Background: an optimization exercise with open tools, aiming at small area, a short achievable clock period and few clock cycles. Do not read the settings as production practice.
Only simulation tests tie the RTL to the original design; equivalence was not proved.

==> flow/design.v, too long to show whole: its modules and the start of the top module <==
// module gtp_cordic_unit: 72 lines
// module gtp_cordic_last: 40 lines
// module gtp_zsum: 480 lines
// module gtp_dmul: 567 lines
// module gtp_gmul: 516 lines
// module gtp_near: 1218 lines
// module go_to_point_steering_controller: 522 lines
module go_to_point_steering_controller (
    input  logic                              clk,
    input  logic                              rst_n,
    input  logic                              in_valid,
    output logic                              in_ready,
    input  logic [1:0]                        in_kind,
    input  logic signed [15:0]                in_waypoint_x,
    input  logic signed [15:0]                in_waypoint_y,
    input  logic signed [15:0]                in_pose_x,
    input  logic signed [15:0]                in_pose_y,
    input  logic signed [14:0]                in_pose_heading,
    output logic                              out_valid,
    input  logic                              out_ready,
    output logic [14:0]                       out_linear_speed,
    output logic signed [15:0]                out_turn_rate,
    output logic [16:0]                       out_distance,
    output logic [2:0]                        out_status,
    output logic                              out_last,
    input  logic                              cfg_we,
    input  logic [gtp_pkg::CFG_IDX_W-1:0]     cfg_index,
    input  logic [gtp_pkg::CFG_DATA_W-1:0]    cfg_data
);
  // ...
==> flow/run.sh <==
#!/bin/bash
# synth_recipe.tcl (not shown) runs the flow's synth.tcl, then flattens the netlist and writes it again
# the make line also repeats each setting of config.mk as NAME=value (left out here)
make -C /OpenROAD-flow-scripts/flow DESIGN_CONFIG=/design/flow/config.mk WORK_HOME=/design/flow/orfs CLKGATE_MAP_FILE= SYNTH_SCRIPT=/design/flow/synth_recipe.tcl finish
==> flow/config.mk <==
export PLATFORM = sky130hd
export DESIGN_NAME = go_to_point_steering_controller
export DESIGN_NICKNAME = go_to_point_steering_controller
export VERILOG_FILES = /design/flow/design.v
export SDC_FILE = /design/flow/constraint.sdc
export NUM_CORES = 4
export LEC_CHECK = 0
export CAP_MARGIN = 20
export CORE_MARGIN = 2
export CORE_UTILIZATION = 62
export CTS_BUF_LIST = sky130_fd_sc_hd__clkbuf_8
export CTS_CLUSTER_SIZE = 40
export SLEW_MARGIN = 20
==> flow/constraint.sdc <==
create_clock -name core_clock -period 12.0 [get_ports {clk}]
set_input_delay 2.4000 -clock core_clock [delete_from_list [all_inputs] [get_ports {clk}]]
set_output_delay 2.4000 -clock core_clock [all_outputs]
set_load 0.01 [all_outputs]
==> flow_summary.ini, run 1 <==
[yosys]
synthTopCellsByCount = inv_1 (1115), edfxtp_1 (831), ha_1 (822), fa_1 (597), xnor2_1 (560)
ys_warn_count = 7
synth_fa_ha_area_frac = 0.251
synth-edff-count = 831
yosys.area_share.simple = 0.0823

[drt]
ant_nets = 0
vias = 61178

[clocking]
cts_resized = 0
clkTransAtPathRegs_ns = 0.06
cts_setup_buffers = 0
cts_tree = done
cts_num_sinks = 1101

[cells_and_area]
multi_input_cells = 5764
regArea_mm2 = 0.0314
largest_class = multi-input gates
area_growth_pct = 8.43
area_share_clock_buf_inv = 0.0403
final_cell_mix = inv_1 (1191), edfxtp_1 (831), ha_1 (822)

[sta]
fin_setup_tns_ns = 0
holdWs_ns = 0.411
period_share = 0.538
final.setup_skew_ns = 0.0486

[outcome]
status = timing/DRC/antenna clean

[grt]
grt_max_degree = 184
grt_pass1_wl_um = 341000
antenna_found_initial = 6

[worst_hold_path]
min_path_cells = 0

[run]
drv_cap = 0

[place]
dp_hpwl_um = 165000
place_ws_ns = 4.46
dpl-instance-area_mm2 = 0.0922

[critical_path]
crit_buf_inv = 5
cp_common_cell = buf_4
endpoint = u4.xr[14]$_DFFE_PN_
critPathLaunchType = input pin

[floorplanning]
rows = 138
die-area_mm2 = 0.146
Testbench counts, summed over its fixed seeds: cycles 1,998.
==> module gtp_zsum, before the edit <==
module gtp_zsum (
    input  logic [13:0] s,
    input  logic qp, qn,
    input  logic [14:0] rh,
    output logic signed [16:0] e
);
logic [35:0] ra, rb, r;
logic zs_w1;
logic zs_w2;
logic zs_w3;
logic zs_w4;
logic zs_w5;
logic zs_w6;
logic zs_w7;
logic zs_w8;
logic zs_w9;
logic zs_w10;
logic zs_w11;
logic zs_w12;
logic zs_w13;
logic zs_w14;
logic zs_w15;
logic zs_w16;
logic zs_w17;
logic zs_w18;
logic zs_w19;
logic zs_w20;
logic zs_w21;
logic zs_w22;
logic zs_w23;
logic zs_w24;
logic zs_w25;
logic zs_w26;
logic zs_w27;
logic zs_w28;
logic zs_w29;
logic zs_w30;
logic zs_w31;
logic zs_w32;
logic zs_w33;
logic zs_w34;
logic zs_w35;
logic zs_w36;
logic zs_w37;
logic zs_w38;
logic zs_w39;
logic zs_w40;
logic zs_w41;
logic zs_w42;
logic zs_w43;
logic zs_w44;
logic zs_w45;
logic zs_w46;
logic zs_w47;
logic zs_w48;
logic zs_w49;
logic zs_w50;
logic zs_w51;
logic zs_w52;
logic zs_w53;
logic zs_w54;
logic zs_w55;
logic zs_w56;
logic zs_w57;
logic zs_w58;
logic zs_w59;
logic zs_w60;
logic zs_w61;
logic zs_w62;
logic zs_w63;
logic zs_w64;
logic zs_w65;
logic zs_w66;
logic zs_w67;
logic zs_w68;
logic zs_w69;
logic zs_w70;
logic zs_w71;
logic zs_w72;
logic zs_w73;
logic zs_w74;
logic zs_w75;
logic zs_w76;
logic zs_w77;
logic zs_w78;
logic zs_w79;
logic zs_w80;
logic zs_w81;
logic zs_w82;
logic zs_w83;
logic zs_w84;
logic zs_w85;
logic zs_w86;
logic zs_w87;
logic zs_w88;
logic zs_w89;
logic zs_w90;
logic zs_w91;
logic zs_w92;
logic zs_w93;
logic zs_w94;
logic zs_w95;
logic zs_w96;
logic zs_w97;
logic zs_w98;
logic zs_w99;
logic zs_w100;
logic zs_w101;
logic zs_w102;
logic zs_w103;
logic zs_w104;
logic zs_w105;
logic zs_w106;
logic zs_w107;
logic zs_w108;
logic zs_w109;
logic zs_w110;
logic zs_w111;
logic zs_w112;
logic zs_w113;
logic zs_w114;
logic zs_w115;
logic zs_w116;
logic zs_w117;
logic zs_w118;
logic zs_w119;
logic zs_w120;
logic zs_w121;
logic zs_w122;
logic zs_w123;
logic zs_w124;
logic zs_w125;
logic zs_w126;
logic zs_w127;
logic zs_w128;
logic zs_w129;
logic zs_w130;
logic zs_w131;
logic zs_w132;
logic zs_w133;
logic zs_w134;
logic zs_w135;
logic zs_w136;
logic zs_w137;
logic zs_w138;
logic zs_w139;
logic zs_w140;
logic zs_w141;
logic zs_w142;
logic zs_w143;
logic zs_w144;
logic zs_w145;
logic zs_w146;
logic zs_w147;
logic zs_w148;
logic zs_w149;
logic zs_w150;
logic zs_w151;
logic zs_w152;
logic zs_w153;
logic zs_w154;
logic zs_w155;
logic zs_w156;
logic zs_w157;
logic zs_w158;
logic zs_w159;
logic zs_w160;
logic zs_w161;
logic zs_w162;
logic zs_w163;
logic zs_w164;
logic zs_w165;
logic zs_w166;
logic zs_w167;
logic zs_w168;
logic zs_w169;
logic zs_w170;
logic zs_w171;
logic zs_w172;
logic zs_w173;
logic zs_w174;
logic zs_w175;
logic zs_w176;
logic zs_w177;
logic zs_w178;
logic zs_w179;
logic zs_w180;
logic zs_w181;
logic zs_w182;
logic zs_w183;
logic zs_w184;
logic zs_w185;
logic zs_w186;
logic zs_w187;
logic zs_w188;
logic zs_w189;
logic zs_w190;
logic zs_w191;
logic zs_w192;
logic zs_w193;
logic zs_w194;
logic zs_w195;
logic zs_w196;
logic zs_w197;
logic zs_w198;
logic zs_w199;
logic zs_w200;
logic zs_w201;
logic zs_w202;
logic zs_w203;
logic zs_w204;
logic zs_w205;
logic zs_w206;
logic zs_w207;
logic zs_w208;
logic zs_w209;
logic zs_w210;
logic zs_w211;
logic zs_w212;
logic zs_w213;
logic zs_w214;
logic zs_w215;
logic zs_w216;
logic zs_w217;
logic zs_w218;
logic zs_w219;
logic zs_w220;
logic zs_w221;
logic zs_w222;
logic zs_w223;
logic zs_w224;
logic zs_w225;
logic zs_w226;
logic zs_w227;
logic zs_w228;
logic zs_w229;
logic zs_w230;
logic zs_w231;
logic zs_w232;
logic zs_w233;
logic zs_w234;
assign zs_w1 = s[1] ^ s[2];
assign zs_w2 = s[1] & s[2];
assign zs_w3 = s[0] ^ s[1];
assign zs_w4 = s[0] & s[1];
assign zs_w5 = s[0] ^ s[2] ^ s[3];
assign zs_w6 = (s[0] & s[2]) | (s[0] & s[3]) | (s[2] & s[3]);
assign zs_w7 = s[0] ^ s[1] ^ s[2];
assign zs_w8 = (s[0] & s[1]) | (s[0] & s[2]) | (s[1] & s[2]);
assign zs_w9 = s[3] ^ s[4];
assign zs_w10 = s[3] & s[4];
assign zs_w11 = s[0] ^ s[1] ^ s[3];
assign zs_w12 = (s[0] & s[1]) | (s[0] & s[3]) | (s[1] & s[3]);
assign zs_w13 = s[5] ^ s[6];
assign zs_w14 = s[5] & s[6];
assign zs_w15 = s[0] ^ s[2] ^ s[4];
assign zs_w16 = (s[0] & s[2]) | (s[0] & s[4]) | (s[2] & s[4]);
assign zs_w17 = s[5] ^ s[6];
assign zs_w18 = s[5] & s[6];
assign zs_w19 = s[0] ^ s[2] ^ s[3];
assign zs_w20 = (s[0] & s[2]) | (s[0] & s[3]) | (s[2] & s[3]);
assign zs_w21 = s[0] ^ s[4] ^ s[5];
assign zs_w22 = (s[0] & s[4]) | (s[0] & s[5]) | (s[4] & s[5]);
assign zs_w23 = s[6] ^ s[13];
assign zs_w24 = s[6] & s[13];
assign zs_w25 = s[1] ^ s[2] ^ s[3];
assign zs_w26 = (s[1] & s[2]) | (s[1] & s[3]) | (s[2] & s[3]);
assign zs_w27 = s[4] ^ s[5] ^ s[6];
assign zs_w28 = (s[4] & s[5]) | (s[4] & s[6]) | (s[5] & s[6]);
assign zs_w29 = s[12] ^ qn;
assign zs_w30 = s[12] & qn;
assign zs_w31 = s[1] ^ s[2] ^ s[4];
assign zs_w32 = (s[1] & s[2]) | (s[1] & s[4]) | (s[2] & s[4]);
assign zs_w33 = s[5] ^ s[6] ^ s[11];
assign zs_w34 = (s[5] & s[6]) | (s[5] & s[11]) | (s[6] & s[11]);
assign zs_w35 = qn ^ ~(rh[2]) ^ 1'b1;
assign zs_w36 = (qn & ~(rh[2])) | (qn & 1'b1) | (~(rh[2]) & 1'b1);
assign zs_w37 = s[3] ^ s[4] ^ s[5];
assign zs_w38 = (s[3] & s[4]) | (s[3] & s[5]) | (s[4] & s[5]);
assign zs_w39 = s[6] ^ s[10] ^ qn;
assign zs_w40 = (s[6] & s[10]) | (s[6] & qn) | (s[10] & qn);
assign zs_w41 = ~(rh[3]) ^ 1'b1;
assign zs_w42 = ~(rh[3]) & 1'b1;
assign zs_w43 = s[3] ^ s[4] ^ s[5];
assign zs_w44 = (s[3] & s[4]) | (s[3] & s[5]) | (s[4] & s[5]);
assign zs_w45 = s[6] ^ s[9] ^ qn;
assign zs_w46 = (s[6] & s[9]) | (s[6] & qn) | (s[9] & qn);
assign zs_w47 = ~(rh[4]) ^ 1'b1 ^ zs_w1;
assign zs_w48 = (~(rh[4]) & 1'b1) | (~(rh[4]) & zs_w1) | (1'b1 & zs_w1);
assign zs_w49 = s[0] ^ s[3] ^ s[4];
assign zs_w50 = (s[0] & s[3]) | (s[0] & s[4]) | (s[3] & s[4]);
assign zs_w51 = s[5] ^ s[6] ^ s[8];
assign zs_w52 = (s[5] & s[6]) | (s[5] & s[8]) | (s[6] & s[8]);
assign zs_w53 = qp ^ ~(rh[5]) ^ zs_w2;
assign zs_w54 = (qp & ~(rh[5])) | (qp & zs_w2) | (~(rh[5]) & zs_w2);
assign zs_w55 = s[1] ^ s[2] ^ s[3];
assign zs_w56 = (s[1] & s[2]) | (s[1] & s[3]) | (s[2] & s[3]);
assign zs_w57 = s[4] ^ s[5] ^ s[6];
assign zs_w58 = (s[4] & s[5]) | (s[4] & s[6]) | (s[5] & s[6]);
assign zs_w59 = s[7] ^ qn ^ ~(rh[6]);
assign zs_w60 = (s[7] & qn) | (s[7] & ~(rh[6])) | (qn & ~(rh[6]));
assign zs_w61 = s[1] ^ s[2] ^ s[3];
assign zs_w62 = (s[1] & s[2]) | (s[1] & s[3]) | (s[2] & s[3]);
assign zs_w63 = s[4] ^ s[5] ^ qn;
assign zs_w64 = (s[4] & s[5]) | (s[4] & qn) | (s[5] & qn);
assign zs_w65 = s[0] ^ s[2] ^ s[3];
assign zs_w66 = (s[0] & s[2]) | (s[0] & s[3]) | (s[2] & s[3]);
assign zs_w67 = s[2] ^ s[4];
assign zs_w68 = s[2] & s[4];
assign zs_w69 = s[2] ^ s[4] ^ s[6];
assign zs_w70 = (s[2] & s[4]) | (s[2] & s[6]) | (s[4] & s[6]);
assign zs_w71 = qn ^ 1'b1;
assign zs_w72 = qn & 1'b1;
assign zs_w73 = s[5] ^ s[6] ^ qp;
assign zs_w74 = (s[5] & s[6]) | (s[5] & qp) | (s[6] & qp);
assign zs_w75 = 1'b1 ^ zs_w4 ^ zs_w5;
assign zs_w76 = (1'b1 & zs_w4) | (1'b1 & zs_w5) | (zs_w4 & zs_w5);
assign zs_w77 = s[6] ^ qp ^ 1'b1;
assign zs_w78 = (s[6] & qp) | (s[6] & 1'b1) | (qp & 1'b1);
assign zs_w79 = zs_w6 ^ zs_w7 ^ zs_w9;
assign zs_w80 = (zs_w6 & zs_w7) | (zs_w6 & zs_w9) | (zs_w7 & zs_w9);
assign zs_w81 = qp ^ 1'b1 ^ zs_w8;
assign zs_w82 = (qp & 1'b1) | (qp & zs_w8) | (1'b1 & zs_w8);
assign zs_w83 = zs_w10 ^ zs_w11 ^ zs_w13;
assign zs_w84 = (zs_w10 & zs_w11) | (zs_w10 & zs_w13) | (zs_w11 & zs_w13);
assign zs_w85 = qp ^ 1'b1 ^ zs_w12;
assign zs_w86 = (qp & 1'b1) | (qp & zs_w12) | (1'b1 & zs_w12);
assign zs_w87 = zs_w14 ^ zs_w15 ^ zs_w17;
assign zs_w88 = (zs_w14 & zs_w15) | (zs_w14 & zs_w17) | (zs_w15 & zs_w17);
assign zs_w89 = s[5] ^ s[6] ^ qp;
assign zs_w90 = (s[5] & s[6]) | (s[5] & qp) | (s[6] & qp);
assign zs_w91 = zs_w16 ^ zs_w18 ^ zs_w19;
assign zs_w92 = (zs_w16 & zs_w18) | (zs_w16 & zs_w19) | (zs_w18 & zs_w19);
assign zs_w93 = qp ^ ~(rh[0]) ^ 1'b1;
assign zs_w94 = (qp & ~(rh[0])) | (qp & 1'b1) | (~(rh[0]) & 1'b1);
assign zs_w95 = zs_w20 ^ zs_w21 ^ zs_w23;
assign zs_w96 = (zs_w20 & zs_w21) | (zs_w20 & zs_w23) | (zs_w21 & zs_w23);
assign zs_w97 = ~(rh[1]) ^ zs_w22 ^ zs_w24;
assign zs_w98 = (~(rh[1]) & zs_w22) | (~(rh[1]) & zs_w24) | (zs_w22 & zs_w24);
assign zs_w99 = zs_w25 ^ zs_w27 ^ zs_w29;
assign zs_w100 = (zs_w25 & zs_w27) | (zs_w25 & zs_w29) | (zs_w27 & zs_w29);
assign zs_w101 = zs_w26 ^ zs_w28 ^ zs_w30;
assign zs_w102 = (zs_w26 & zs_w28) | (zs_w26 & zs_w30) | (zs_w28 & zs_w30);
assign zs_w103 = zs_w31 ^ zs_w33 ^ zs_w35;
assign zs_w104 = (zs_w31 & zs_w33) | (zs_w31 & zs_w35) | (zs_w33 & zs_w35);
assign zs_w105 = zs_w32 ^ zs_w34 ^ zs_w36;
assign zs_w106 = (zs_w32 & zs_w34) | (zs_w32 & zs_w36) | (zs_w34 & zs_w36);
assign zs_w107 = zs_w37 ^ zs_w39 ^ zs_w41;
assign zs_w108 = (zs_w37 & zs_w39) | (zs_w37 & zs_w41) | (zs_w39 & zs_w41);
assign zs_w109 = zs_w38 ^ zs_w40 ^ zs_w42;
assign zs_w110 = (zs_w38 & zs_w40) | (zs_w38 & zs_w42) | (zs_w40 & zs_w42);
assign zs_w111 = zs_w43 ^ zs_w45 ^ zs_w47;
assign zs_w112 = (zs_w43 & zs_w45) | (zs_w43 & zs_w47) | (zs_w45 & zs_w47);
assign zs_w113 = zs_w44 ^ zs_w46 ^ zs_w48;
assign zs_w114 = (zs_w44 & zs_w46) | (zs_w44 & zs_w48) | (zs_w46 & zs_w48);
assign zs_w115 = zs_w49 ^ zs_w51 ^ zs_w53;
assign zs_w116 = (zs_w49 & zs_w51) | (zs_w49 & zs_w53) | (zs_w51 & zs_w53);
assign zs_w117 = zs_w50 ^ zs_w52 ^ zs_w54;
assign zs_w118 = (zs_w50 & zs_w52) | (zs_w50 & zs_w54) | (zs_w52 & zs_w54);
assign zs_w119 = zs_w55 ^ zs_w57 ^ zs_w59;
assign zs_w120 = (zs_w55 & zs_w57) | (zs_w55 & zs_w59) | (zs_w57 & zs_w59);
assign zs_w121 = ~(rh[7]) ^ zs_w56 ^ zs_w58;
assign zs_w122 = (~(rh[7]) & zs_w56) | (~(rh[7]) & zs_w58) | (zs_w56 & zs_w58);
assign zs_w123 = zs_w60 ^ zs_w61 ^ zs_w63;
assign zs_w124 = (zs_w60 & zs_w61) | (zs_w60 & zs_w63) | (zs_w61 & zs_w63);
assign zs_w125 = s[4] ^ qp ^ ~(rh[8]);
assign zs_w126 = (s[4] & qp) | (s[4] & ~(rh[8])) | (qp & ~(rh[8]));
assign zs_w127 = zs_w62 ^ zs_w64 ^ zs_w65;
assign zs_w128 = (zs_w62 & zs_w64) | (zs_w62 & zs_w65) | (zs_w64 & zs_w65);
assign zs_w129 = s[1] ^ s[2] ^ s[3];
assign zs_w130 = (s[1] & s[2]) | (s[1] & s[3]) | (s[2] & s[3]);
assign zs_w131 = qn ^ ~(rh[9]) ^ zs_w66;
assign zs_w132 = (qn & ~(rh[9])) | (qn & zs_w66) | (~(rh[9]) & zs_w66);
assign zs_w133 = s[1] ^ s[2] ^ qn;
assign zs_w134 = (s[1] & s[2]) | (s[1] & qn) | (s[2] & qn);
assign zs_w135 = ~(rh[10]) ^ 1'b1;
assign zs_w136 = ~(rh[10]) & 1'b1;
assign zs_w137 = s[0] ^ s[1] ^ qp;
assign zs_w138 = (s[0] & s[1]) | (s[0] & qp) | (s[1] & qp);
assign zs_w139 = s[5] ^ s[6];
assign zs_w140 = s[5] & s[6];
assign zs_w141 = zs_w3 ^ zs_w68 ^ zs_w69;
assign zs_w142 = (zs_w3 & zs_w68) | (zs_w3 & zs_w69) | (zs_w68 & zs_w69);
assign zs_w143 = zs_w70 ^ zs_w72 ^ zs_w73;
assign zs_w144 = (zs_w70 & zs_w72) | (zs_w70 & zs_w73) | (zs_w72 & zs_w73);
assign zs_w145 = zs_w74 ^ zs_w76 ^ zs_w77;
assign zs_w146 = (zs_w74 & zs_w76) | (zs_w74 & zs_w77) | (zs_w76 & zs_w77);
assign zs_w147 = zs_w78 ^ zs_w80 ^ zs_w81;
assign zs_w148 = (zs_w78 & zs_w80) | (zs_w78 & zs_w81) | (zs_w80 & zs_w81);
assign zs_w149 = zs_w82 ^ zs_w84 ^ zs_w85;
assign zs_w150 = (zs_w82 & zs_w84) | (zs_w82 & zs_w85) | (zs_w84 & zs_w85);
assign zs_w151 = zs_w86 ^ zs_w88 ^ zs_w89;
assign zs_w152 = (zs_w86 & zs_w88) | (zs_w86 & zs_w89) | (zs_w88 & zs_w89);
assign zs_w153 = zs_w90 ^ zs_w92 ^ zs_w93;
assign zs_w154 = (zs_w90 & zs_w92) | (zs_w90 & zs_w93) | (zs_w92 & zs_w93);
assign zs_w155 = zs_w94 ^ zs_w96 ^ zs_w97;
assign zs_w156 = (zs_w94 & zs_w96) | (zs_w94 & zs_w97) | (zs_w96 & zs_w97);
assign zs_w157 = zs_w98 ^ zs_w100 ^ zs_w101;
assign zs_w158 = (zs_w98 & zs_w100) | (zs_w98 & zs_w101) | (zs_w100 & zs_w101);
assign zs_w159 = zs_w102 ^ zs_w104 ^ zs_w105;
assign zs_w160 = (zs_w102 & zs_w104) | (zs_w102 & zs_w105) | (zs_w104 & zs_w105);
assign zs_w161 = zs_w106 ^ zs_w108 ^ zs_w109;
assign zs_w162 = (zs_w106 & zs_w108) | (zs_w106 & zs_w109) | (zs_w108 & zs_w109);
assign zs_w163 = zs_w110 ^ zs_w112 ^ zs_w113;
assign zs_w164 = (zs_w110 & zs_w112) | (zs_w110 & zs_w113) | (zs_w112 & zs_w113);
assign zs_w165 = zs_w114 ^ zs_w116 ^ zs_w117;
assign zs_w166 = (zs_w114 & zs_w116) | (zs_w114 & zs_w117) | (zs_w116 & zs_w117);
assign zs_w167 = zs_w118 ^ zs_w120 ^ zs_w121;
assign zs_w168 = (zs_w118 & zs_w120) | (zs_w118 & zs_w121) | (zs_w120 & zs_w121);
assign zs_w169 = zs_w122 ^ zs_w124 ^ zs_w125;
assign zs_w170 = (zs_w122 & zs_w124) | (zs_w122 & zs_w125) | (zs_w124 & zs_w125);
assign zs_w171 = zs_w126 ^ zs_w128 ^ zs_w129;
assign zs_w172 = (zs_w126 & zs_w128) | (zs_w126 & zs_w129) | (zs_w128 & zs_w129);
assign zs_w173 = zs_w130 ^ zs_w132 ^ zs_w133;
assign zs_w174 = (zs_w130 & zs_w132) | (zs_w130 & zs_w133) | (zs_w132 & zs_w133);
assign zs_w175 = ~(rh[11]) ^ zs_w134 ^ zs_w136;
assign zs_w176 = (~(rh[11]) & zs_w134) | (~(rh[11]) & zs_w136) | (zs_w134 & zs_w136);
assign zs_w177 = s[0] ^ qp ^ ~(rh[12]);
assign zs_w178 = (s[0] & qp) | (s[0] & ~(rh[12])) | (qp & ~(rh[12]));
assign zs_w179 = qn ^ ~(rh[13]);
assign zs_w180 = qn & ~(rh[13]);
assign zs_w181 = qp ^ qn;
assign zs_w182 = qp & qn;
assign zs_w183 = qn ^ 1'b1;
assign zs_w184 = qn & 1'b1;
assign zs_w185 = qp ^ zs_w67;
assign zs_w186 = qp & zs_w67;
assign zs_w187 = zs_w71 ^ zs_w140 ^ zs_w141;
assign zs_w188 = (zs_w71 & zs_w140) | (zs_w71 & zs_w141) | (zs_w140 & zs_w141);
assign zs_w189 = zs_w75 ^ zs_w142 ^ zs_w143;
assign zs_w190 = (zs_w75 & zs_w142) | (zs_w75 & zs_w143) | (zs_w142 & zs_w143);
assign zs_w191 = zs_w79 ^ zs_w144 ^ zs_w145;
assign zs_w192 = (zs_w79 & zs_w144) | (zs_w79 & zs_w145) | (zs_w144 & zs_w145);
assign zs_w193 = zs_w83 ^ zs_w146 ^ zs_w147;
assign zs_w194 = (zs_w83 & zs_w146) | (zs_w83 & zs_w147) | (zs_w146 & zs_w147);
assign zs_w195 = zs_w87 ^ zs_w148 ^ zs_w149;
assign zs_w196 = (zs_w87 & zs_w148) | (zs_w87 & zs_w149) | (zs_w148 & zs_w149);
assign zs_w197 = zs_w91 ^ zs_w150 ^ zs_w151;
assign zs_w198 = (zs_w91 & zs_w150) | (zs_w91 & zs_w151) | (zs_w150 & zs_w151);
assign zs_w199 = zs_w95 ^ zs_w152 ^ zs_w153;
assign zs_w200 = (zs_w95 & zs_w152) | (zs_w95 & zs_w153) | (zs_w152 & zs_w153);
assign zs_w201 = zs_w99 ^ zs_w154 ^ zs_w155;
assign zs_w202 = (zs_w99 & zs_w154) | (zs_w99 & zs_w155) | (zs_w154 & zs_w155);
assign zs_w203 = zs_w103 ^ zs_w156 ^ zs_w157;
assign zs_w204 = (zs_w103 & zs_w156) | (zs_w103 & zs_w157) | (zs_w156 & zs_w157);
assign zs_w205 = zs_w107 ^ zs_w158 ^ zs_w159;
assign zs_w206 = (zs_w107 & zs_w158) | (zs_w107 & zs_w159) | (zs_w158 & zs_w159);
assign zs_w207 = zs_w111 ^ zs_w160 ^ zs_w161;
assign zs_w208 = (zs_w111 & zs_w160) | (zs_w111 & zs_w161) | (zs_w160 & zs_w161);
assign zs_w209 = zs_w115 ^ zs_w162 ^ zs_w163;
assign zs_w210 = (zs_w115 & zs_w162) | (zs_w115 & zs_w163) | (zs_w162 & zs_w163);
assign zs_w211 = zs_w119 ^ zs_w164 ^ zs_w165;
assign zs_w212 = (zs_w119 & zs_w164) | (zs_w119 & zs_w165) | (zs_w164 & zs_w165);
assign zs_w213 = zs_w123 ^ zs_w166 ^ zs_w167;
assign zs_w214 = (zs_w123 & zs_w166) | (zs_w123 & zs_w167) | (zs_w166 & zs_w167);
assign zs_w215 = zs_w127 ^ zs_w168 ^ zs_w169;
assign zs_w216 = (zs_w127 & zs_w168) | (zs_w127 & zs_w169) | (zs_w168 & zs_w169);
assign zs_w217 = zs_w131 ^ zs_w170 ^ zs_w171;
assign zs_w218 = (zs_w131 & zs_w170) | (zs_w131 & zs_w171) | (zs_w170 & zs_w171);
assign zs_w219 = zs_w135 ^ zs_w172 ^ zs_w173;
assign zs_w220 = (zs_w135 & zs_w172) | (zs_w135 & zs_w173) | (zs_w172 & zs_w173);
assign zs_w221 = zs_w137 ^ zs_w174 ^ zs_w175;
assign zs_w222 = (zs_w137 & zs_w174) | (zs_w137 & zs_w175) | (zs_w174 & zs_w175);
assign zs_w223 = zs_w138 ^ zs_w176 ^ zs_w177;
assign zs_w224 = (zs_w138 & zs_w176) | (zs_w138 & zs_w177) | (zs_w176 & zs_w177);
assign zs_w225 = 1'b1 ^ zs_w178 ^ zs_w179;
assign zs_w226 = (1'b1 & zs_w178) | (1'b1 & zs_w179) | (zs_w178 & zs_w179);
assign zs_w227 = qn ^ rh[14] ^ zs_w180;
assign zs_w228 = (qn & rh[14]) | (qn & zs_w180) | (rh[14] & zs_w180);
assign zs_w229 = qn ^ 1'b1;
assign zs_w230 = qn & 1'b1;
assign zs_w231 = qn ^ 1'b1;
assign zs_w232 = qn & 1'b1;
assign zs_w233 = qn ^ 1'b1;
assign zs_w234 = qn & 1'b1;
assign ra = {zs_w232, zs_w230, zs_w228, zs_w226, zs_w224, zs_w222, zs_w220, zs_w218, zs_w216, zs_w214, zs_w212, zs_w210, zs_w208, zs_w206, zs_w204, zs_w202, zs_w200, zs_w198, zs_w196, zs_w194, zs_w192, zs_w190, zs_w188, zs_w186, zs_w139, qp, qn, qp, qn, qp, qn, qp, qn, qn, zs_w182, 1'b1};
assign rb = {zs_w233, zs_w231, zs_w229, zs_w227, zs_w225, zs_w223, zs_w221, zs_w219, zs_w217, zs_w215, zs_w213, zs_w211, zs_w209, zs_w207, zs_w205, zs_w203, zs_w201, zs_w199, zs_w197, zs_w195, zs_w193, zs_w191, zs_w189, zs_w187, zs_w185, 1'b1, 1'b0, 1'b1, 1'b1, 1'b1, 1'b1, 1'b1, 1'b0, zs_w184, zs_w183, zs_w181};
assign r = ra + rb;
assign e = r[34:18];
endmodule
==> module go_to_point_steering_controller, before the edit <==
module go_to_point_steering_controller (
    input  logic                              clk,
    input  logic                              rst_n,
    input  logic                              in_valid,
    output logic                              in_ready,
    input  logic [1:0]                        in_kind,
    input  logic signed [15:0]                in_waypoint_x,
    input  logic signed [15:0]                in_waypoint_y,
    input  logic signed [15:0]                in_pose_x,
    input  logic signed [15:0]                in_pose_y,
    input  logic signed [14:0]                in_pose_heading,
    output logic                              out_valid,
    input  logic                              out_ready,
    output logic [14:0]                       out_linear_speed,
    output logic signed [15:0]                out_turn_rate,
    output logic [16:0]                       out_distance,
    output logic [2:0]                        out_status,
    output logic                              out_last,
    input  logic                              cfg_we,
    input  logic [gtp_pkg::CFG_IDX_W-1:0]     cfg_index,
    input  logic [gtp_pkg::CFG_DATA_W-1:0]    cfg_data
);
    localparam logic signed [16:0] PI_Q     = 17'sd12868;
    localparam logic signed [16:0] TWO_PI_Q = 17'sd25736;
    localparam int TL = 16;      
    logic [15:0] arrive_tol_reg, deadband_reg, gain_reg;
    logic [14:0] max_turn_reg, min_speed_reg, max_speed_reg;
    logic [13:0] align_reg;
    logic [7:0]  timeout_reg;
    always_ff @(posedge clk or negedge rst_n)
    begin
        if (!rst_n)
        begin
            arrive_tol_reg <= 16'd410;
            deadband_reg   <= 16'd205;
            gain_reg       <= 16'd16384;
            max_turn_reg   <= 15'd8192;
            align_reg      <= 14'd410;
            min_speed_reg  <= 15'd819;
            max_speed_reg  <= 15'd8192;
            timeout_reg    <= 8'd40;
        end
        else if (cfg_we)
        begin
            case (cfg_index)
                3'd0: arrive_tol_reg <= cfg_data;
                3'd1: deadband_reg   <= cfg_data;
                3'd2: gain_reg       <= cfg_data;
                3'd3: max_turn_reg   <= cfg_data[14:0];
                3'd4: align_reg      <= cfg_data[13:0];
                3'd5: min_speed_reg  <= cfg_data[14:0];
                3'd6: max_speed_reg  <= cfg_data[14:0];
                default: timeout_reg <= cfg_data[7:0];
            endcase
        end
    end
    localparam logic [2:0] TG_NONE = 3'd0, TG_STEER = 3'd3;
    logic [TL:1][2:0] tg;
    logic [TL:1] tgs;            
    logic freeze;
    logic in_ready_r;
    assign in_ready = in_ready_r;
    logic acc, acc_pose, acc_goal, push;
    assign acc      = in_valid && in_ready_r;
    assign acc_pose = acc && (in_kind == 2'd1);
    assign acc_goal = acc && (in_kind == 2'd0);
    assign push     = acc && (in_kind != 2'd1);
    logic signed [15:0] gx, gy, gnx, gny, rx, ry;
    logic signed [14:0] rh;
    logic seen_acc;
    logic q0v, q1v, q0s, q1s;
    logic [1:0] q0k, q1k;
    logic busy_f;               
    logic [3:0] unres;          
    logic [3:0] ign;            
    logic [7:0] wcnt;
    logic pre_lock, g_chg;
    logic p_near2, last_steer, ln;
    logic signed [14:0] p_rh;
    logic rep_fire, rep_end;
    logic is_tick, is_goal, busy_e, t_steer, res, pre_ok, can_proc, proc, proc_steer;
    logic [7:0] wait_inc;
    logic abort;
    logic [2:0] code;
    logic goal_commit;
    logic busy_a, busy_n;
    logic [3:0] unres_a, ign_a, unres_n, ign_n;
    logic [7:0] wcnt_n;
    logic pre_lock_n;
    logic gnew_we;
    always_comb
    begin
        is_tick  = (q0k == 2'd2);
        is_goal  = (q0k == 2'd0);
        ln       = last_steer && p_near2;
        busy_e   = busy_f && !ln;
        t_steer  = busy_e && q0s;
        res      = !busy_e || (unres == 4'd0);
        pre_ok   = pre_lock || !g_chg;
        can_proc = q0v && (is_tick ? (!t_steer || (!tgs[1] && pre_ok)) : res);
        proc     = can_proc && !freeze;
        proc_steer = proc && is_tick && t_steer;
        wait_inc = (wcnt == 8'd255) ? wcnt : wcnt + 8'd1;
        abort    = (wait_inc >= timeout_reg);
        if (is_tick)
        begin
            if (!busy_e)        code = 3'd6;
            else if (!q0s)      code = abort ? 3'd5 : 3'd7;
            else                code = TG_STEER;
        end
        else if (is_goal)       code = busy_e ? 3'd2 : 3'd1;
        else                    code = busy_e ? 3'd4 : 3'd6;
        goal_commit = proc && is_goal && !busy_e;
        busy_a = busy_f; unres_a = unres; ign_a = ign;
        if (rep_fire)
        begin
            if (ign != 4'd0)
                ign_a = ign - 4'd1;
            else
            begin
                unres_a = unres - 4'd1;
                if (rep_end) busy_a = 1'b0;
            end
        end
        if (ln)
        begin
            busy_a = 1'b0;
            ign_a = ign_a + unres_a;
            unres_a = 4'd0;
        end
        busy_n = busy_a; unres_n = unres_a; ign_n = ign_a; wcnt_n = wcnt;
        if (proc)
        begin
            if (is_tick)
            begin
                if (busy_e && !q0s)
                begin
                    wcnt_n = wait_inc;
                    if (abort) busy_n = 1'b0;
                end
                else if (busy_e)
                    unres_n = unres_a + 4'd1;
            end
            else if (is_goal)
            begin
                if (!busy_e)
                begin
                    busy_n = 1'b1;
                    wcnt_n = 8'd0;
                end
            end
            else if (busy_e)
                busy_n = 1'b0;
        end
        pre_lock_n = q0v && is_tick && pre_ok && !proc;
        gnew_we = acc_goal && !((q0v && q0k == 2'd0 && !proc) || (q1v && q1k == 2'd0));
    end
    logic n0v, n1v, n0s, n1s;
    logic [1:0] n0k, n1k;
    logic pred_ok, in_ready_n;
    always_comb
    begin
        n0v = q0v; n0k = q0k; n0s = q0s;
        n1v = q1v; n1k = q1k; n1s = q1s;
        if (proc)
        begin
            n0v = q1v; n0k = q1k; n0s = q1s;
            n1v = 1'b0;
        end
        if (push)
        begin
            if (!n0v)
            begin
                n0v = 1'b1; n0k = in_kind; n0s = seen_acc;
            end
            else
            begin
                n1v = 1'b1; n1k = in_kind; n1s = seen_acc;
            end
        end
        pred_ok = !(goal_commit && n0k == 2'd2);
        in_ready_n = !n0v || (!n1v && pred_ok);
    end
    always_ff @(posedge clk or negedge rst_n)
    begin
        if (!rst_n)
        begin
            in_ready_r <= 1'b1;
            q0v <= 1'b0; q1v <= 1'b0;
            busy_f <= 1'b0; unres <= 4'd0; ign <= 4'd0; wcnt <= 8'd0;
            seen_acc <= 1'b0; pre_lock <= 1'b0; g_chg <= 1'b0; last_steer <= 1'b0;
        end
        else
        begin
            in_ready_r <= in_ready_n;
            q0v <= n0v; q1v <= n1v;
            busy_f <= busy_n; unres <= unres_n; ign <= ign_n; wcnt <= wcnt_n;
            if (acc_pose) seen_acc <= 1'b1;
            pre_lock <= pre_lock_n;
            g_chg <= goal_commit;
            last_steer <= proc_steer;
        end
    end
    always_ff @(posedge clk)
    begin
        q0k <= n0k; q0s <= n0s; q1k <= n1k; q1s <= n1s;
        if (acc_pose)
        begin
            rx <= in_pose_x; ry <= in_pose_y; rh <= in_pose_heading;
        end
        if (gnew_we)
        begin
            gnx <= in_waypoint_x; gny <= in_waypoint_y;
        end
        if (goal_commit)
        begin
            gx <= gnx; gy <= gny;
        end
    end
    logic signed [16:0] dxa, dxb, dya, dyb;
    logic signed [17:0] e1, e2;
    logic [15:0] ax, ay;
    logic dxneg, dyneg;
    always_comb
    begin
        dxa = 17'(gx) - 17'(rx);
        dxb = 17'(rx) - 17'(gx);
        dya = 17'(gy) - 17'(ry);
        dyb = 17'(ry) - 17'(gy);
        e1 = 18'(gx) + 18'(ry) - 18'(rx) - 18'(gy);
        e2 = 18'(gx) + 18'(gy) - 18'(rx) - 18'(ry);
        dxneg = gx < rx;
        dyneg = gy < ry;
        ax = dxneg ? dxb[15:0] : dxa[15:0];
        ay = dyneg ? dyb[15:0] : dya[15:0];
    end
    logic [15:0] pa, pb;
    logic p_dxn, p_dyn, p_dyp, p_sw, sw_n;
    assign sw_n = e1[17] ^ e2[17];
    always_ff @(posedge clk)
    begin
        if (!pre_lock_n)
        begin
            pa    <= sw_n ? ay : ax;
            pb    <= sw_n ? ax : ay;
            p_dxn <= dxneg;
            p_dyn <= dyneg;
            p_dyp <= gy > ry;
            p_sw  <= sw_n;
            p_rh  <= rh;
        end
    end
    logic near_w;
    gtp_near u_nr (.a(pa), .b(pb), .ax(pa), .ay(pb), .tol(arrive_tol_reg), .near(near_w));
    always_ff @(posedge clk)
        p_near2 <= near_w;
    logic en;
    assign en = !freeze;
    logic s0y, s1y;
    logic [17:0] x2n;
    logic signed [18:0] v2a, v2b;
    logic [25:0] r1_x;
    logic signed [25:0] r1_w;
    logic [1:0] r1_s;
    logic [16:0] r1_h;
    always_comb
    begin
        s0y = p_dxn ? !p_dyn : p_dyp;                            
        s1y = (pa > pb) && ((s0y ^ p_dxn) ? p_sw : !p_sw);
        x2n = 18'(pa) + {1'b0, pa, 1'b0} + 18'(pb);
        v2a = 19'(pa) + ~(19'(pb) + {2'b00, pb, 1'b0});         
        v2b = 19'(pb) + {2'b00, pb, 1'b0} + ~(19'(pa));         
    end
    always_ff @(posedge clk)
        if (en)
        begin
            r1_x <= {1'b0, x2n, 7'd0};
            r1_w <= {(s1y ? v2a : v2b), 7'h7f};
            r1_s <= {s1y, s0y};
            r1_h <= {p_dxn && !p_dyn, p_dxn && p_dyn, p_rh};
        end
    logic [25:0] x2s, x3s, x4s, x5s, x6s, x14;
    logic signed [24:0] w2s;
    logic signed [22:0] w3s;
    logic signed [20:0] w4s;
    logic signed [18:0] w5s;
    logic signed [16:0] w6s;
    logic signed [14:0] w7s;
    logic [3:0]  s2s;
    logic [5:0]  s3s;
    logic [7:0]  s4s;
    logic [9:0]  s5s;
    logic [11:0] s6s;
    logic [13:0] s8s;
    logic [16:0] h2s, h3s, h4s, h5s, h6s, h8s;
    gtp_cordic_unit #(.I(2),  .WP(26), .WR(25)) u1 (.clk(clk), .en(en), .sec(tgs[2]), .secp(tgs[1]),
        .xp(r1_x), .wp(r1_w), .sp(r1_s), .hp(r1_h),
        .xr(x2s), .wr(w2s), .sr(s2s), .hr(h2s));
    gtp_cordic_unit #(.I(4),  .WP(25), .WR(23)) u2 (.clk(clk), .en(en), .sec(tgs[4]), .secp(tgs[3]),
        .xp(x2s), .wp(w2s), .sp(s2s), .hp(h2s),
        .xr(x3s), .wr(w3s), .sr(s3s), .hr(h3s));
    gtp_cordic_unit #(.I(6),  .WP(23), .WR(21)) u3 (.clk(clk), .en(en), .sec(tgs[6]), .secp(tgs[5]),
        .xp(x3s), .wp(w3s), .sp(s3s), .hp(h3s),
        .xr(x4s), .wr(w4s), .sr(s4s), .hr(h4s));
    gtp_cordic_unit #(.I(8),  .WP(21), .WR(19)) u4 (.clk(clk), .en(en), .sec(tgs[8]), .secp(tgs[7]),
        .xp(x4s), .wp(w4s), .sp(s4s), .hp(h4s),
        .xr(x5s), .wr(w5s), .sr(s5s), .hr(h5s));
    gtp_cordic_unit #(.I(10), .WP(19), .WR(17)) u5 (.clk(clk), .en(en), .sec(tgs[10]), .secp(tgs[9]),
        .xp(x5s), .wp(w5s), .sp(s5s), .hp(h5s),
        .xr(x6s), .wr(w6s), .sr(s6s), .hr(h6s));
    gtp_cordic_unit #(.I(12), .WP(17), .WR(15)) u6 (.clk(clk), .en(en), .sec(tgs[12]), .secp(tgs[11]),
        .xp(x6s), .wp(w6s), .sp(s6s), .hp(h6s),
        .xr(x14), .wr(w7s), .sr(s8s), .hr(h8s));
    logic [41:0] dm_a, dm_b;
    logic [24:0] dm_lo;
    logic signed [16:0] e_raw;
    gtp_dmul u_dm (.x(x14), .ra(dm_a), .rb(dm_b));
    assign dm_lo = {1'b0, dm_a[23:0]} + {1'b0, dm_b[23:0]};
    gtp_zsum u_zs (.s(s8s), .qp(h8s[16]), .qn(h8s[15]), .rh(h8s[14:0]), .e(e_raw));
    logic [17:0] r8_da, r8_db;
    logic r8_dc;
    logic signed [16:0] r8_e;
    always_ff @(posedge clk)
        if (en)
        begin
            r8_da <= dm_a[41:24];
            r8_db <= dm_b[41:24];
            r8_dc <= dm_lo[24];
            r8_e <= e_raw;
        end
    logic [16:0] p2_dist;
    logic [17:0] r8_d;
    logic signed [16:0] p2_em, p2_ep, p2_e;
    logic p2_db, p2_arr;
    always_comb
    begin
        r8_d = r8_da + r8_db + 18'(r8_dc);
        p2_dist = r8_d[17] ? 17'd131071 : r8_d[16:0];
        p2_em = r8_e - TWO_PI_Q;
        p2_ep = r8_e + TWO_PI_Q;
        if (r8_e > PI_Q)       p2_e = p2_em;
        else if (r8_e < -PI_Q) p2_e = p2_ep;
        else                   p2_e = r8_e;
        p2_db  = p2_dist > 17'(deadband_reg);
        p2_arr = p2_dist < 17'(arrive_tol_reg);
    end
    logic signed [14:0] r9_e;
    logic [16:0] r9_dist;
    logic r9_db, r9_arr;
    always_ff @(posedge clk)
        if (en)
        begin
            r9_e <= p2_e[14:0];
            r9_dist <= p2_dist;
            r9_db <= p2_db;
            r9_arr <= p2_arr;
        end
    logic [30:0] g_ra, g_rb;
    logic [12:0] g_lo;
    logic [14:0] p3_ae;
    logic p3_al;
    logic [8:0] bn, bo, bt;
    logic [18:0] gpad;
    assign gpad = {2'b00, gain_reg, 1'b0};
    always_ff @(posedge clk)
        for (int j = 0; j < 9; j++)
        begin
            bn[j] <= gpad[2*j+2];
            bo[j] <= gpad[2*j+1] ^ gpad[2*j];
            bt[j] <= (gpad[2*j+2] && !gpad[2*j+1] && !gpad[2*j]) ||
                     (!gpad[2*j+2] && gpad[2*j+1] && gpad[2*j]);
        end
    gtp_gmul u_gm (.e(r9_e), .bn(bn), .bo(bo), .bt(bt), .ra(g_ra), .rb(g_rb));
    assign g_lo = {1'b0, g_ra[11:0]} + {1'b0, g_rb[11:0]};
    always_comb
    begin
        p3_ae = r9_e[14] ? 15'(-r9_e) : 15'(r9_e);
        p3_al = p3_ae < 15'(align_reg);
    end
    logic [18:0] r10_ta, r10_tb;
    logic r10_tc;
    logic [16:0] r10_dist;
    logic r10_db, r10_al, r10_arr;
    always_ff @(posedge clk)
        if (en)
        begin
            r10_ta <= g_ra[30:12];
            r10_tb <= g_rb[30:12];
            r10_tc <= g_lo[12];
            r10_dist <= r9_dist;
            r10_db <= r9_db;
            r10_al <= p3_al;
            r10_arr <= r9_arr;
        end
    logic signed [18:0] mt_s, r10_t;
    logic signed [15:0] p4_turn;
    logic [14:0] p4_lin;
    always_comb
    begin
        r10_t = r10_ta + r10_tb + 19'(r10_tc);
        mt_s = 19'(max_turn_reg);
        if (!r10_db)               p4_turn = 16'sd0;
        else if (r10_t > mt_s)     p4_turn = 16'(mt_s);
        else if (r10_t < -mt_s)    p4_turn = -(16'(mt_s));
        else                       p4_turn = 16'(r10_t);
        if (!(r10_db && r10_al))
            p4_lin = 15'd0;
        else if (r10_dist < 17'(min_speed_reg))
            p4_lin = (min_speed_reg > max_speed_reg) ? max_speed_reg : min_speed_reg;
        else if (r10_dist > 17'(max_speed_reg))
            p4_lin = max_speed_reg;
        else
            p4_lin = r10_dist[14:0];
    end
    always_ff @(posedge clk or negedge rst_n)
    begin
        if (!rst_n)
        begin
            for (int j = 1; j <= TL; j++)
            begin
                tg[j] <= TG_NONE;
                tgs[j] <= 1'b0;
            end
        end
        else if (en)
        begin
            tg[1] <= proc ? code : TG_NONE;
            tgs[1] <= proc_steer;
            for (int j = 2; j <= TL; j++)
            begin
                tg[j] <= tg[j-1];
                tgs[j] <= tgs[j-1];
            end
        end
    end
    logic ov, sb_pend, gae, skv;
    logic [2:0] skst;
    logic [14:0] olin;
    logic signed [15:0] oturn;
    logic [16:0] odist;
    logic [2:0] ost;
    logic olast;
    logic [2:0] tge, e_st;
    logic e_valid, e_steer, e_run, can_load, o_sb, o_sk, o_e, to_sk, e_take;
    always_comb
    begin
        tge = tg[TL];
        e_valid = (tge != TG_NONE);
        e_steer = tgs[TL];
        e_run = e_steer && gae;
        e_st = e_steer ? 3'd6 : tge;            
        can_load = !ov || out_ready;
        o_sb = can_load && sb_pend;
        o_sk = can_load && !sb_pend && skv;
        o_e  = can_load && !sb_pend && !skv && e_valid;
        to_sk = e_valid && !o_e && !e_run && (!skv || o_sk);
        e_take = o_e || to_sk;
        freeze = e_valid && !e_take;
        rep_fire = e_take && e_steer;
        rep_end = gae && r10_arr;
    end
    always_ff @(posedge clk or negedge rst_n)
    begin
        if (!rst_n)
        begin
            ov <= 1'b0; sb_pend <= 1'b0; gae <= 1'b0; skv <= 1'b0;
        end
        else
        begin
            ov <= o_sb || o_sk || o_e || (ov && !out_ready);
            if (o_sb)
                sb_pend <= 1'b0;
            else if (o_e && e_run && r10_arr)
                sb_pend <= 1'b1;
            if (to_sk)
                skv <= 1'b1;
            else if (o_sk)
                skv <= 1'b0;
            if (e_take)
            begin
                if (e_run && r10_arr)
                    gae <= 1'b0;
                else if (!e_steer && tge == 3'd1)
                    gae <= 1'b1;
                else if (!e_steer && (tge == 3'd4 || tge == 3'd5))
                    gae <= 1'b0;
            end
        end
    end
    always_ff @(posedge clk)
    begin
        if (to_sk)
            skst <= e_st;
        if (o_sb)
        begin
            olin <= 15'd0; oturn <= 16'sd0; ost <= 3'd3; olast <= 1'b1;
        end
        else if (o_sk)
        begin
            olin <= 15'd0; oturn <= 16'sd0; odist <= 17'd0; ost <= skst; olast <= 1'b1;
        end
        else if (o_e)
        begin
            if (e_run)
            begin
                olin <= p4_lin; oturn <= p4_turn; odist <= r10_dist;
                ost <= 3'd0; olast <= !r10_arr;
            end
            else
            begin
                olin <= 15'd0; oturn <= 16'sd0; odist <= 17'd0;
                ost <= e_st; olast <= 1'b1;
            end
        end
    end
    assign out_valid        = ov;
    assign out_linear_speed = olin;
    assign out_turn_rate    = oturn;
    assign out_distance     = odist;
    assign out_status       = ost;
    assign out_last         = olast;
endmodule
==> run 2, diff against run 1 <==
--- a/flow/design.v
+++ b/flow/design.v
@@ -189,9 +189,8 @@
     input  logic [13:0] s,
     input  logic qp, qn,
     input  logic [14:0] rh,
-    output logic signed [16:0] e
+    output logic [35:0] ra, rb
 );
-logic [35:0] ra, rb, r;
 logic zs_w1;
 logic zs_w2;
 logic zs_w3;
@@ -662,8 +661,6 @@
 assign zs_w234 = qn & 1'b1;
 assign ra = {zs_w232, zs_w230, zs_w228, zs_w226, zs_w224, zs_w222, zs_w220, zs_w218, zs_w216, zs_w214, zs_w212, zs_w210, zs_w208, zs_w206, zs_w204, zs_w202, zs_w200, zs_w198, zs_w196, zs_w194, zs_w192, zs_w190, zs_w188, zs_w186, zs_w139, qp, qn, qp, qn, qp, qn, qp, qn, qn, zs_w182, 1'b1};
 assign rb = {zs_w233, zs_w231, zs_w229, zs_w227, zs_w225, zs_w223, zs_w221, zs_w219, zs_w217, zs_w215, zs_w213, zs_w211, zs_w209, zs_w207, zs_w205, zs_w203, zs_w201, zs_w199, zs_w197, zs_w195, zs_w193, zs_w191, zs_w189, zs_w187, zs_w185, 1'b1, 1'b0, 1'b1, 1'b1, 1'b1, 1'b1, 1'b1, 1'b0, zs_w184, zs_w183, zs_w181};
-assign r = ra + rb;
-assign e = r[34:18];
 endmodule
 module gtp_dmul (
     input  logic [25:0] x,
@@ -3281,28 +3278,35 @@
         .xr(x14), .wr(w7s), .sr(s8s), .hr(h8s));
     logic [41:0] dm_a, dm_b;
     logic [24:0] dm_lo;
-    logic signed [16:0] e_raw;
     gtp_dmul u_dm (.x(x14), .ra(dm_a), .rb(dm_b));
     assign dm_lo = {1'b0, dm_a[23:0]} + {1'b0, dm_b[23:0]};
-    gtp_zsum u_zs (.s(s8s), .qp(h8s[16]), .qn(h8s[15]), .rh(h8s[14:0]), .e(e_raw));
+    logic [35:0] zs_a, zs_b;
+    logic [18:0] zs_lo;
+    gtp_zsum u_zs (.s(s8s), .qp(h8s[16]), .qn(h8s[15]), .rh(h8s[14:0]), .ra(zs_a), .rb(zs_b));
+    assign zs_lo = {1'b0, zs_a[17:0]} + {1'b0, zs_b[17:0]};
     logic [17:0] r8_da, r8_db;
     logic r8_dc;
-    logic signed [16:0] r8_e;
+    logic [16:0] r8_ea, r8_eb;
+    logic r8_ec;
     always_ff @(posedge clk)
         if (en)
         begin
             r8_da <= dm_a[41:24];
             r8_db <= dm_b[41:24];
             r8_dc <= dm_lo[24];
-            r8_e <= e_raw;
+            r8_ea <= zs_a[34:18];
+            r8_eb <= zs_b[34:18];
+            r8_ec <= zs_lo[18];
         end
     logic [16:0] p2_dist;
     logic [17:0] r8_d;
+    logic signed [16:0] r8_e;
     logic signed [16:0] p2_em, p2_ep, p2_e;
     logic p2_db, p2_arr;
     always_comb
     begin
         r8_d = r8_da + r8_db + 18'(r8_dc);
+        r8_e = r8_ea + r8_eb + 17'(r8_ec);
         p2_dist = r8_d[17] ? 17'd131071 : r8_d[16:0];
         p2_em = r8_e - TWO_PI_Q;
         p2_ep = r8_e + TWO_PI_Q;
==> run 2 against run 1 <==
  * Final cell count down 0.17%
  * Sequential cell count up 17
  * Critical endpoint is now u2.xr[2]$_DFFE_PN_
  * Design area up 0.73%
  * Critical path depth up 1
  * Utilization down 0.24 points
  * Still clean on timing, DRC and antenna
  * Die area up 0.69%
  * Largest cell class unchanged
  * Worst hold slack worse by 0.011 ns
==> flow_summary.ini, run 2 <==
[outcome]
status = timing/DRC/antenna clean

[yosys]
ys.flop_type = edfxtp_1
synth.top_cell.area_share = 0.285
yosysMostFrequentCell = inv_1
avgSynthCellArea_um2 = 10.9
synth_top_family_by_area = adder cells
synthTopCellsByCount = inv_1 (1062), edfxtp_1 (848), ha_1 (821), fa_1 (599), xnor2_1 (562)
syn_area_mm2 = 0.0892
synth_fa_ha_area_frac = 0.250
ys_async_sr_fraction = 0.185
synthDistinctLibCells = 103
ys_warn_count = 7
synth-edff-count = 848
synthCells = 8194
syn-num-nets = 9719
yosys.area.top_type = edfxtp_1
ys_seq_area_frac = 0.358
yosys.area_share.simple = 0.0796
synth_compound_area_frac = 0.110
netlist_top_cells_area = edfxtp_1 (29%), fa_1 (13%), ha_1 (12%)
synthMuxAreaShare = 0.0712
ys_ff_latch = 1118
synth_xor_xnor_area_share = 0.0761

[drt]
vias = 61091
routedWlPerCell_um = 20.9
first_iter_violations = 4348
ant_nets = 0
firstDrtPassIters = 6
finalWirelength_um = 218000
vias_per_cell = 5.85
drc_errors = 0

[worst_hold_path]
hp-class = flip-flop to flip-flop

[clocking]
cts_hold_buf = 0
clk_latency_ns = 0.96
cts_resized = 0
htree_levels = 4
cts-root-buf = clkbuf_8
cts_setup_buffers = 0
cts_buffers = 192
cts_tree = done
cts_num_sinks = 1118
clkTransAtPathRegs_ns = 0.06
cts.path.max_buffers = 3

[sta]
layout_min_cycle_time_ns = 5.87
setup_viol = 0
rsz0062_at_grt = no
worst_pin_slew_ns = 1.12
fmax_mhz = 170
period_share = 0.489
fin_setup_tns_ns = 0
final.setup_skew_ns = 0.0556
drv_slew = 0
relSlewSlack = 0.255
hold_viol = 0
postLayoutSetupSlackWorst_ns = 6.13

[critical_path]
crit_type = input pin to flip-flop
slowest_delay_ns = 0.62
timing.reg2reg.setup_slack_ns = 6.67
crit_path_end_kind = flip-flop
cp_common_cell = buf_4
cpMaxStageDelayCell = buf_4
path_max_fanout = 92
crit_arrival_ns = 6.47
critPathLaunchType = input pin
path_cells = clkdlybuf4s50_1 -> nor2b_1 -> buf_4 -> nor2_2 -> maj3_1 -> nor2_4 -> buf_4 -> inv_8 -> buf_4 -> buf_4 -> buf_12
required_ns = 12.61

[floorplanning]
start_util = 0.623
io_pins = 159
core_mm2 = 0.143
chipWidth_um = 383
die-area_mm2 = 0.147
rows = 139
fp.dieH_um = 383

[grt]
grt_pass1_vias = 62088
grtUsageTotal = 0.300
antenna_found_initial = 6
grt_overflow = 0
grt_max_degree = 186
grt_pass1_wl_um = 346000

[cells_and_area]
area_growth_pct = 8.46
drive_gt1_frac = 0.0839
instances_no_fill = 10434
stdcell_area_mm2 = 0.0968
largest_reg_flops = 48
layout_commonest_cell = inv_1
nets = 9895
final_cell_mix = inv_1 (1120), edfxtp_1 (848), ha_1 (821)
final_util = 0.675
regMostFlops = tg

[run]
drv_cap = 0

[place]
portBuffers = 158
dp_cells = 10076
gp_congestion = 0.925
dp_hpwl_um = 166000
place_ws_ns = 5.16
dpl-instance-area_mm2 = 0.0929
## run 2: cell count changes in the layout (fill, tap and decap cells not counted), moves of 14 or more
cell | before | now
o21ai_0 | 344 | 219
inv_1 | 1191 | 1120
a21oi_1 | 318 | 345
edfxtp_1 | 831 | 848
nor2_1 | 329 | 298
nor2b_1 | 82 | 56
o21ai_1 | 8 | 101
and3_1 | 31 | 46
o22ai_1 | 31 | 13
o221ai_1 | 4 | 27
a21o_1 | 160 | 199
and2_1 | 52 | 66
## run 2: worst max-delay path, delay by kind of cell
kind / cells / cell delay (ns)
and+or+nand+nor: 3 / 0.40
adders and majority gates: 1 / 0.34
buffers and inverters: 7 / 3.14
## run 2: area by class of cell
cell class,instances,area [µm²]
multi-input combinational,5766,52500
fill,11211,46500
sequential,1118,31900
inverter,1069,4020
clock buffer,208,2860
tap,1903,2380
timing repair buffer,223,2110
clock inverter,142,1000
antenna,5,12.5
## run 2: stage by stage
step	hold slack, ns
after floorplan	0.364
after global placement	0.385
after detailed placement	0.388
after CTS	0.400
after global routing	0.403
final	0.399
## run 2: kinds of logic (layout without fill, tap and decap cells)
kind of cell | after synthesis | in the layout
muxes | 599 | 599
buffers and inverters | 1310 | 1642
other | 0 | 5
xor gates and xnor gates | 775 | 775
AOI/OAI and AO/OA | 1481 | 1481
DFF | 1118 | 1118
adders and majority gates | 1424 | 1424
and+or+nand+nor | 1487 | 1487
## run 2: final timing paths
kind                                         start                           end  depth (start not counted)
max                                      out_ready            u2.xr[2]$_DFFE_PN_                         11
min                        gain_reg[0]$_DFFE_PN0P_                 bo[0]$_DFF_P_                          0
max reg2reg                    r10_ta[0]$_DFFE_PN_         oturn[3]$_SDFFE_PP0P_                         19
min reg2reg                gain_reg[0]$_DFFE_PN0P_                 bo[0]$_DFF_P_                          0
max in group asynchronous                    rst_n            pre_lock$_DFF_PN0_                          2
min in group asynchronous                    rst_n  max_speed_reg[7]$_DFFE_PN0P_                          1
## run 2: metal layers
| layer | track usage | vias to the layer above | share of wire | wire length (µm) |
|---|---|---|---|---|
| met5 | 0 | - | 0.000060 | 13 |
| met4 | 0.0969 | 2 | 0.031 | 6810 |
| met3 | 0.0440 | 388 | 0.062 | 13500 |
| met2 | 0.488 | 1836 | 0.47 | 102000 |
| met1 | 0.417 | 30020 | 0.44 | 96000 |
| li1 | - | 28845 | - | - |
Testbench counts of run 2, summed over its fixed seeds: cycles 1,998.
==> run 3, diff against run 2 <==
--- a/flow/design.v
+++ b/flow/design.v
@@ -3364,16 +3364,17 @@
             r10_al <= p3_al;
             r10_arr <= r9_arr;
         end
-    logic signed [18:0] mt_s, r10_t;
+    logic [18:0] r10_t, p4_hi, p4_lo;
     logic signed [15:0] p4_turn;
     logic [14:0] p4_lin;
     always_comb
     begin
         r10_t = r10_ta + r10_tb + 19'(r10_tc);
-        mt_s = 19'(max_turn_reg);
+        p4_hi = r10_ta + r10_tb + 19'(r10_tc) + ~(19'(max_turn_reg));    
+        p4_lo = r10_ta + r10_tb + 19'(r10_tc) + 19'(max_turn_reg);       
         if (!r10_db)               p4_turn = 16'sd0;
-        else if (r10_t > mt_s)     p4_turn = 16'(mt_s);
-        else if (r10_t < -mt_s)    p4_turn = -(16'(mt_s));
+        else if (!p4_hi[18])       p4_turn = 16'(max_turn_reg);
+        else if (p4_lo[18])        p4_turn = -(16'(max_turn_reg));
         else                       p4_turn = 16'(r10_t);
         if (!(r10_db && r10_al))
             p4_lin = 15'd0;
==> run 3 against run 2 <==
  * Utilization up 0.14 points
  * Synthesized cell count up 0.15%
  * Via count up 0.12%
  * Clock skew up 0.0072 ns
  * Non-clock buffer count down 7
  * Design area up 0.20%
  * Maximum frequency down 2.8%
  * Highest routed layer unchanged
  * Die area about the same
  * Critical path depth down 2
  * Largest cell class unchanged
  * Register-to-register slack worse by 0.58 ns
==> flow_summary.ini, run 3 <==
[yosys]
synth_top_family_by_area = adder cells
ys.flop_type = edfxtp_1
ys_async_sr_fraction = 0.185
yosys.area.top_type = edfxtp_1
ys_ff_latch = 1118
yosysMostFrequentCell = inv_1
synth.top_cell.area_share = 0.285
yosys.area_share.simple = 0.0803
syn_area_mm2 = 0.0893
syn-num-nets = 9733
ys_seq_area_frac = 0.358
synthCells = 8206
ys_warn_count = 7
avgSynthCellArea_um2 = 10.9
synth_fa_ha_area_frac = 0.250
synth_compound_area_frac = 0.106
synth_xor_xnor_area_share = 0.0744
netlist_top_cells_area = edfxtp_1 (29%), fa_1 (13%), ha_1 (12%)
synthDistinctLibCells = 103
synthTopCellsByCount = inv_1 (1091), edfxtp_1 (848), ha_1 (823), fa_1 (599), xnor2_1 (581)
synthMuxAreaShare = 0.0747
synth-edff-count = 848

[cells_and_area]
drive_gt1_frac = 0.0872
instances_no_fill = 10447
stdcell_area_mm2 = 0.0970
layout_commonest_cell = inv_1
num-fill-cells = 11134
area_growth_pct = 8.65
regMostFlops = tg
largest_reg_flops = 48
final_cell_mix = inv_1 (1145), edfxtp_1 (848), ha_1 (823)
nets = 9907
final_util = 0.677

[clocking]
cts_buffers = 192
cts.path.max_buffers = 3
cts_setup_buffers = 0
clk_latency_ns = 0.96
clkTransAtPathRegs_ns = 0.07
cts_tree = done
cts_num_sinks = 1118
cts_resized = 0
cts-root-buf = clkbuf_8
cts_hold_buf = 0
htree_levels = 4

[drt]
drc_errors = 0
routedWlPerCell_um = 20.7
vias_per_cell = 5.85
vias = 61165
first_iter_violations = 4237
firstDrtPassIters = 7
ant_nets = 0
finalWirelength_um = 216000

[worst_hold_path]
min_to = r10_dist[11]$_DFFE_PN_
hp-class = flip-flop to flip-flop
worstHoldStart = r9_dist[11]$_DFFE_PN_
min_path_cells = 0

[place]
dp_cells = 10089
portBuffers = 158
place_ws_ns = 5.04
dp_hpwl_um = 166000
dpl-instance-area_mm2 = 0.0929
gp_congestion = 0.910

[sta]
period_share = 0.503
fin_setup_tns_ns = 0
postLayoutSetupSlackWorst_ns = 5.96
fmax_mhz = 166
worst_pin_slew_ns = 1.11
holdWs_ns = 0.397
hold_viol = 0
rsz0062_at_grt = no
layout_min_cycle_time_ns = 6.04
setup_viol = 0
final.setup_skew_ns = 0.0628
drv_slew = 0
relSlewSlack = 0.259

[floorplanning]
core_mm2 = 0.143
die-area_mm2 = 0.147
io_pins = 159
fp.dieH_um = 383
rows = 139
start_util = 0.623
chipWidth_um = 383

[critical_path]
required_ns = 12.55
path_max_fanout = 134
crit_path_end_kind = flip-flop
reg2reg_depth = 17
r2r-start = tgs[4]$_DFFE_PN0N_
timing.reg2reg.setup_slack_ns = 6.09
crit_type = input pin to flip-flop
crit_arrival_ns = 6.58
critPathLaunchType = input pin
timing.rr.end = u2.xr[20]$_DFFE_PN_

[grt]
grt_max_degree = 161
grt_pass1_wl_um = 344000
grt_pass1_vias = 62114
antenna_found_initial = 9
grt_overflow = 0
grtUsageTotal = 0.297

[run]
drv_cap = 0

[outcome]
status = timing/DRC/antenna clean
[run 3: cell types whose count changed after synthesis, moves of 13 or more]
cell | before | now
a211oi_1 | 47 | 34
a21o_1 | 200 | 161
a21oi_1 | 346 | 361
inv_1 | 1062 | 1091
mux2_2 | 281 | 297
mux2i_1 | 316 | 332
nand2_1 | 524 | 504
nand3_1 | 99 | 116
nor2b_1 | 56 | 86
o21ai_0 | 219 | 323
o21ai_1 | 102 | 11
o221ai_1 | 27 | 6
xnor2_1 | 562 | 581
xor2_1 | 213 | 172
[run 3: worst max-delay path, cell delays in order]
cell and delay [ns]:
clkdlybuf4s50_1 0.50, nand2b_1 0.22, nand2b_1 0.21, maj3_1 0.47
and2_4 0.23, inv_8 0.59, o2111ai_2 0.62, nand3_2 0.64
buf_4 0.54
[run 3: kinds of logic (layout without fill, tap and decap cells)]
family          count (synthesis)  after routing
fa+ha+maj                    1428           1428
compound gates               1450           1450
buf+inv                      1334           1669
mux                           629            629
other cells                     0              3
simple gates                 1492           1492
xor+xnor                      755            755
flops                        1118           1118
[run 3: worst max-delay path by stage]
stage | startpoint | end | slack, ns | depth (start not counted)
floorplan | out_ready | r10_al$_DFFE_PN_ | 1.33 | 7
global placement | out_ready | p_dxn$_DFFE_PN_ | 5.13 | 9
detailed placement | out_ready | p_dxn$_DFFE_PN_ | 5.04 | 9
CTS | out_ready | pa[13]$_DFFE_PN_ | 6.03 | 9
global route | out_ready | pa[13]$_DFFE_PN_ | 5.75 | 9
finish | out_ready | pa[13]$_DFFE_PN_ | 5.96 | 9
[run 3: layout make-up]
cell class | instances | area [µm²] | share of cell area
Timing Repair Buffer | 216 | 2050 | 0.0211
Clock buffer | 215 | 2960 | 0.0305
Tap cell | 1903 | 2380 | 0.0246
Sequential cell | 1118 | 31900 | 0.329
Antenna cell | 3 | 7.51 | 0.0000774
Multi-Input combinational cell | 5754 | 52400 | 0.540
Clock inverter | 140 | 1110 | 0.0115
Inverter | 1098 | 4130 | 0.0426
[run 3: metal layers]
metal | wire length (µm) | vias to the layer above | share of wire | GRT usage
li1 | - | 28861 | - | -
met1 | 96300 | 30248 | 0.45 | 0.417
met2 | 101000 | 1652 | 0.47 | 0.478
met3 | 12200 | 400 | 0.057 | 0.0432
met4 | 6810 | 4 | 0.032 | 0.0958
met5 | 15 | - | 0.000069 | 0
Testbench counts of run 3, summed over its fixed seeds: cycles 1,998.

[separate check: timing with driven ports]
The flow's constraints put no driver on any port. The routed layouts listed below were extracted and timed again, unchanged, in two steps.
Step 1 (the two cells are an assumption about what drives the block):
set clk [get_ports {clk}]
set_driving_cell -lib_cell sky130_fd_sc_hd__clkbuf_16 $clk
set_driving_cell -lib_cell sky130_fd_sc_hd__buf_2 [delete_from_list [all_inputs] $clk]
Step 2 adds t to the input delays and takes it off the output delays; t is the mean of the earliest and latest rising clock arrival at the registers after step 1. Input paths then give back, and output paths get back, about the clock's delay inside the block.
Three values: ideal ports, drivers, drivers and shift; two values: the first two.
run	shift t [ns]	slack for setup (ns)	hold slack, ns	clock arrival spread, ns	worst data-port slew with drivers (ns)
run 1	0.998	5.543 / 5.594 / 4.596	0.411 / 0.411 / 0.411	0.064 / 0.064	0.13
run 2	1.008	6.133 / 6.178 / 5.170	0.399 / 0.399 / 0.399	0.057 / 0.057	0.17
run 3	1.004	5.963 / 6.002 / 4.998	0.397 / 0.397 / 0.397	0.072 / 0.072	0.14
After both steps setup and hold are still met in every run listed. The setup slack of run 3, which loses most, moves by +0.039 ns with the drivers and by -0.965 ns with both steps.
